From an optimization exercise on the open Yosys and OpenROAD flow, aimed at small area, a short achievable clock period and few clock cycles per item; shortcuts taken in it are not production practice.
In this exercise RTL edits were held to simulation tests only and were not proved equivalent to the original.

## range_cone_point_generator
module range_cone_point_generator #(
  parameter int MAX_ANGULAR = 8,
  parameter int MAX_AXIAL   = 8
) (
  input  wire logic                      clk,
  input  wire logic                      rst,
  input  wire logic                      psel,
  input  wire logic                      penable,
  input  wire logic                      pwrite,
  input  wire logic [CFG_AW-1:0]         paddr,
  input  wire logic [DATA_W-1:0]         pwdata,
  output logic      [DATA_W-1:0]         prdata,
  output logic                           pready,
  input  wire logic                      in_valid,
  output logic                           in_stall,
  input  wire logic [15:0]               distance,
  input  wire logic [15:0]               lower_bound,
  input  wire logic [15:0]               upper_bound,
  input  wire logic [15:0]               cone_width,
  output logic                           out_valid,
  input  wire logic                      out_stall,
  output logic signed [COORD_W-1:0]      point_x,
  output logic signed [COORD_W-1:0]      point_y,
  output logic signed [COORD_W-1:0]      point_z,
  output logic                           last_point
);
  logic [3:0]  angular_count;
  logic [3:0]  axial_count;
  logic [15:0] range_limit;
  logic [1:0]  reg_idx;
  assign pready  = 1'b1;
  assign reg_idx = paddr[CFG_AW-1:2];
  always_ff @(posedge clk) begin
    if (rst) begin
      angular_count <= ANGULAR_RESET;
      axial_count   <= AXIAL_RESET;
      range_limit   <= LIMIT_RESET;
    end else if (psel && penable && pwrite) begin
      case (reg_idx)
        REG_ANGULAR: angular_count <= pwdata[3:0];
        REG_AXIAL:   axial_count   <= pwdata[3:0];
        REG_LIMIT:   range_limit   <= pwdata[15:0];
        default: ;
      endcase
    end
  end
  always_comb begin
    case (reg_idx)
      REG_ANGULAR: prdata = DATA_W'(angular_count);
      REG_AXIAL:   prdata = DATA_W'(axial_count);
      REG_LIMIT:   prdata = DATA_W'(range_limit);
      default:     prdata = '0;
    endcase
  end
  logic [2:0] m1_cfg;
  logic [2:0] nxm1_cfg;
  always_comb begin
    m1_cfg   = (angular_count == 4'd0) ? 3'd0 : angular_count[3] ? 3'd7 : 3'(angular_count - 4'd1);
    nxm1_cfg = (axial_count == 4'd0)   ? 3'd0 : axial_count[3]   ? 3'd7 : 3'(axial_count - 4'd1);
  end
  ...
Settings: LEC_CHECK=0, ABC_CLOCK_PERIOD_IN_PS=4500, CAP_MARGIN=20, CORE_MARGIN=2, CORE_UTILIZATION=60, CTS_BUF_LIST=sky130_fd_sc_hd__clkbuf_4 sky130_fd_sc_hd__clkbuf_8, SLEW_MARGIN=20; clock period 13.0 ns.
standard.sh (not shown) runs the stock make flow with config.mk's settings and CLKGATE_MAP_FILE= SYNTH_SCRIPT=/design/flow/synth_recipe.tcl, a recipe that flattens the netlist after the stock synthesis.
==> flow/flow/run.sh <==
#!/bin/bash
set -e
export SETUP_SLACK_MARGIN=7.0
bash standard.sh > standard.log 2>&1
The first run finished with timing, DRC and antenna clean.
Testbench counts at the start, summed over its fixed seeds: cycles 12,380, points 6,594.
==> next run, changes <==
--- a/flow/design.v
+++ b/flow/design.v
@@ -116,14 +116,13 @@
   logic [2:0] d1q, d2q;        
   logic       d1sn, d2sn;      
   logic       d1ct, d2ct;      
   logic [1:0] d1ty, d2ty;      
   logic       d1cn, d2cn;      
   logic       d1l, d2l, d3l;   
-  logic [1:0] d3p;             
-  logic [16:0] d3y, d3z;
+  logic [16:0] d3x, d3y, d3z;
   logic [16:0] xtab [0:3];     
   logic [31:0] rstab [0:3];
   assign adv = !(d3v && out_stall);
   logic [31:0] a_reg, a_nx;
   logic [15:0] b_reg, b_nx;
   logic [47:0] mul_s, mul_c;     
@@ -554,13 +553,13 @@
       d2p  <= d1p;
       d2sn <= d1sn;
       d2ct <= d1ct;
       d2ty <= d1ty;
       d2cn <= d1cn;
       d2l  <= d1l;
-      d3p  <= d2p;
+      d3x  <= xtab[d2p];
       d3y  <= o_y;
       d3z  <= o_z;
       d3l  <= d2l;
     end
   end
   logic [31:0] o_rs;
@@ -591,13 +590,13 @@
           o_z = o_zv;
         end
       endcase
     end
   end
   assign out_valid  = d3v;
-  assign point_x    = xtab[d3p];
+  assign point_x    = d3x;
   assign point_y    = d3y;
   assign point_z    = d3z;
   assign last_point = d3l;
 endmodule
 module rcpg_mul (
   input  wire [31:0] a,
After rerunning: The new run completed with no timing, DRC or antenna violations. Critical path depth rose by 18. Flip-flop and latch count increases by 13. Final cell count fell by 0.53%. Non-clock buffer count grows by 1. Core utilization hardly moves. Hold slack degrades by 3.8 ps.
Testbench counts after the change, summed over its fixed seeds: cycles 12,380, points 6,594.


## old
Starting RTL as in the previous note.
clock: 13.0 ns
lec_check: 0
abc_clock_period_in_ps: 5000
cap_margin: 20
core_margin: 2
core_utilization: 45
slew_margin: 20
Scripts as last shown in full above: flow/flow/run.sh
Testbench counts of old, summed over its fixed seeds: cycles 12,380, points 6,594.
diff inputs: old => new
--- a/flow/design.v
+++ b/flow/design.v
@@ -110,13 +110,13 @@
   logic       cact;        
   logic [2:0] cstep;       
   logic [1:0] cieff;       
   logic       cflip;       
   logic       d1v, d2v, d3v;
   logic [1:0] d1p, d2p;
-  logic [2:0] d1q, d2q;        
+  logic [1:0] d1q, d2q;        
   logic       d1sn, d2sn;      
   logic       d1ct, d2ct;      
   logic [1:0] d1ty, d2ty;      
   logic       d1cn, d2cn;      
   logic       d1l, d2l, d3l;   
   logic [1:0] d3p;             
@@ -287,21 +287,21 @@
   logic [3:0] nx;
   logic [3:0] two_i;
   logic [3:0] two_j;
   logic       c_sn, c_ct, c_cn, c_last;
   logic [1:0] c_p, c_ty;
   logic [2:0] ni, nj;
-  logic [2:0] c_q;         
+  logic [1:0] c_q;         
   logic       c_mir1;      
   logic       cstart;      
   logic [3:0] two_in;
   logic [2:0] ieffn;
   logic [1:0] rieff;       
   logic [2:0] cpos;        
   logic [1:0] ck;
-  logic [2:0] cq;
+  logic [1:0] cq;
   logic       cfl;
   logic [15:0] cbm, sbm;
   logic       pdone;       
   assign nx    = {1'b0, nxm1e} + 4'd1;
   assign two_i = {pi, 1'b0};
   assign two_j = {pj, 1'b0};
@@ -311,13 +311,13 @@
     c_ct   = two_j == {1'b0, m1e};
     c_p    = c_ct ? 2'd3 : c_sn ? 2'(pj) : 2'(m1e - pj);
     c_ty   = (pi == 3'd0) ? 2'd0 : (two_i == nx) ? 2'd1 : c_sn ? 2'd2 : 2'd3;
     if (c_ct) c_ty = 2'd0;
     c_cn   = two_i > nx;
     c_last = (pi == nxm1e) && (pj == m1e);
-    c_q    = rflip ? 3'(npm1 + 2'd1 - c_p) : {1'b0, c_p};
+    c_q    = rflip ? 2'(npm1 - c_p) : c_p;
     c_mir1 = !c_sn && !c_ct && (c_p == npm1);
     two_in = {pi + 3'd1, 1'b0};
     ieffn  = (two_in < nx) ? 3'(pi + 3'd1) : 3'(nx - {1'b0, pi + 3'd1});
     cstart = (est == E_PTS) && c_mir1 && (pi != nxm1e) && (two_in != nx);
     if (pj == m1e) begin
       ni = pi + 3'd1;
@@ -329,13 +329,13 @@
     end
   end
   always_comb begin
     cpos  = cstart ? 3'd0 : cstep;
     ck    = cpos[2:1];
     cfl   = cstart ? !cflip : cflip;
-    cq    = cfl ? 3'(npm1 + 2'd1 - ck) : {1'b0, ck};
+    cq    = cfl ? 2'(npm1 - ck) : ck;
     rieff = cstart ? ieffn[1:0] : cieff;
   end
   always_comb begin
     cbm = 16'd0;
     sbm = 16'd0;
     case ({nxm1e, rieff})
@@ -387,13 +387,13 @@
       end
       na_nx = (aq != 2'd0);
     end else begin
       a_nx  = (kp_reg == 3'd2 && pp_reg[1:0] == ck) ? p_reg[31:0] : rstab[ck];
       b_nx  = cpos[0] ? sbm : cbm;
       ka_nx = (cstart || cact) ? (cpos[0] ? 3'd4 : 3'd3) : 3'd0;
-      pa_nx = cq;
+      pa_nx = {1'b0, cq};
     end
     if (est == E_PTS) begin
       push = pdone || (c_sn && (pidx > 2'(pj)));
     end else if (est == E_ONE) begin
       one  = !d1v && !d2v;
       push = one;
@@ -498,14 +498,14 @@
           cstep <= cstep + 3'd1;
           if (cstep == {npm1, 1'b1}) cact <= 1'b0;
         end
       end
     end
   end
-  logic [15:0] ytab [0:4];     
-  logic [15:0] ztab [0:4];
+  logic [15:0] ytab [0:3];     
+  logic [15:0] ztab [0:3];
   logic [15:0] prnd;           
   assign prnd = 16'(p_reg[47:32] + 16'(p_reg[31]));
   always_ff @(posedge clk) begin
     if (adv) begin
       if (kp_reg == 3'd1) begin
         xtab[pp_reg[1:0]] <= 17'((p_reg[32:16] ^ {17{np_reg}}) + 17'(p_reg[15] ^ np_reg));
@@ -516,14 +516,14 @@
       end
       if (kp_reg == 3'd2) begin
         rstab[pp_reg[1:0]] <= p_reg[31:0];
       end else if (one) begin
         rstab[0] <= '0;
       end
-      if (kp_reg == 3'd3) ytab[pp_reg] <= prnd;
-      if (kp_reg == 3'd4) ztab[pp_reg] <= prnd;
+      if (kp_reg == 3'd3) ytab[pp_reg[1:0]] <= prnd;
+      if (kp_reg == 3'd4) ztab[pp_reg[1:0]] <= prnd;
     end
   end
   logic       e_sn, e_ct, e_cn, e_l;
   logic [1:0] e_p, e_ty;
   always_comb begin
     e_p  = c_p;
@@ -567,13 +567,13 @@
   logic        o_nt, o_zp;
   logic [16:0] o_ys, o_zs;
   logic        o_yb, o_zb, o_yn, o_zn;
   logic [16:0] o_yv, o_zv;
   assign o_rs = rstab[d2p];
   assign o_nt = d2ty[1];
-  assign o_zp = (kp_reg == 3'd4) && (pp_reg == d2q);
+  assign o_zp = (kp_reg == 3'd4) && (pp_reg[1:0] == d2q);
   assign o_ys = o_nt ? {1'b0, ytab[d2q]} : {1'b0, o_rs[31:16]};
   assign o_yb = o_nt ? 1'b0 : o_rs[15];
   assign o_yn = d2sn ^ (o_nt & d2cn);
   assign o_zs = !o_nt ? {1'b0, o_rs[31:16]} : o_zp ? {1'b0, prnd} : {1'b0, ztab[d2q]};
   assign o_zb = !o_nt ? o_rs[15] : 1'b0;
   assign o_zn = d2sn;
Findings:
Compared with old, new shows a lower depth of the worst register-to-register path.
Summary: with old as the reference, first-pass GRT wire length in new moved down by a few percent.
Setup slack after layout on new is up relative to old.
Sequential cell area fraction in the yosys report is higher on old
Route | new vs old | wire shorter in new
Testbench counts of new, summed over its fixed seeds: cycles 12,380, points 6,594.

## afterwards: timing with drivers on the ports
Ports are ideal in the flow. The routed layouts listed here were re-timed in OpenROAD.
Step 1, drivers: a clkbuf_16 drives clk and a buf_2 each remaining input, both assumed.
Step 2 adds t to the input delays and takes it off the output delays; t is the mean of the earliest and latest rising clock arrival at the registers after step 1. Input paths then give back, and output paths get back, about the clock's delay inside the block.
Slacks: ideal / step 1 / step 2; pairs: ideal / step 1.
run | t (ns) | slack for setup (ns) | worst setup path after step 2 | worst data-port slew with drivers (ns)
the first run of note 1 | 0.855 | 6.934 / 6.877 / 6.543 | input to register | 0.07
the second run of note 1 | 0.834 | 6.895 / 6.895 / 6.483 | input to register | 0.06
old | 0.715 | 7.018 / 6.959 / 6.586 | input to register | 0.08
new | 0.726 | 7.038 / 6.996 / 6.506 | input to register | 0.06
After both steps every run listed still meets setup and hold. The setup slack of new, which loses most, moves by -0.042 ns with the drivers and by -0.532 ns with both steps.
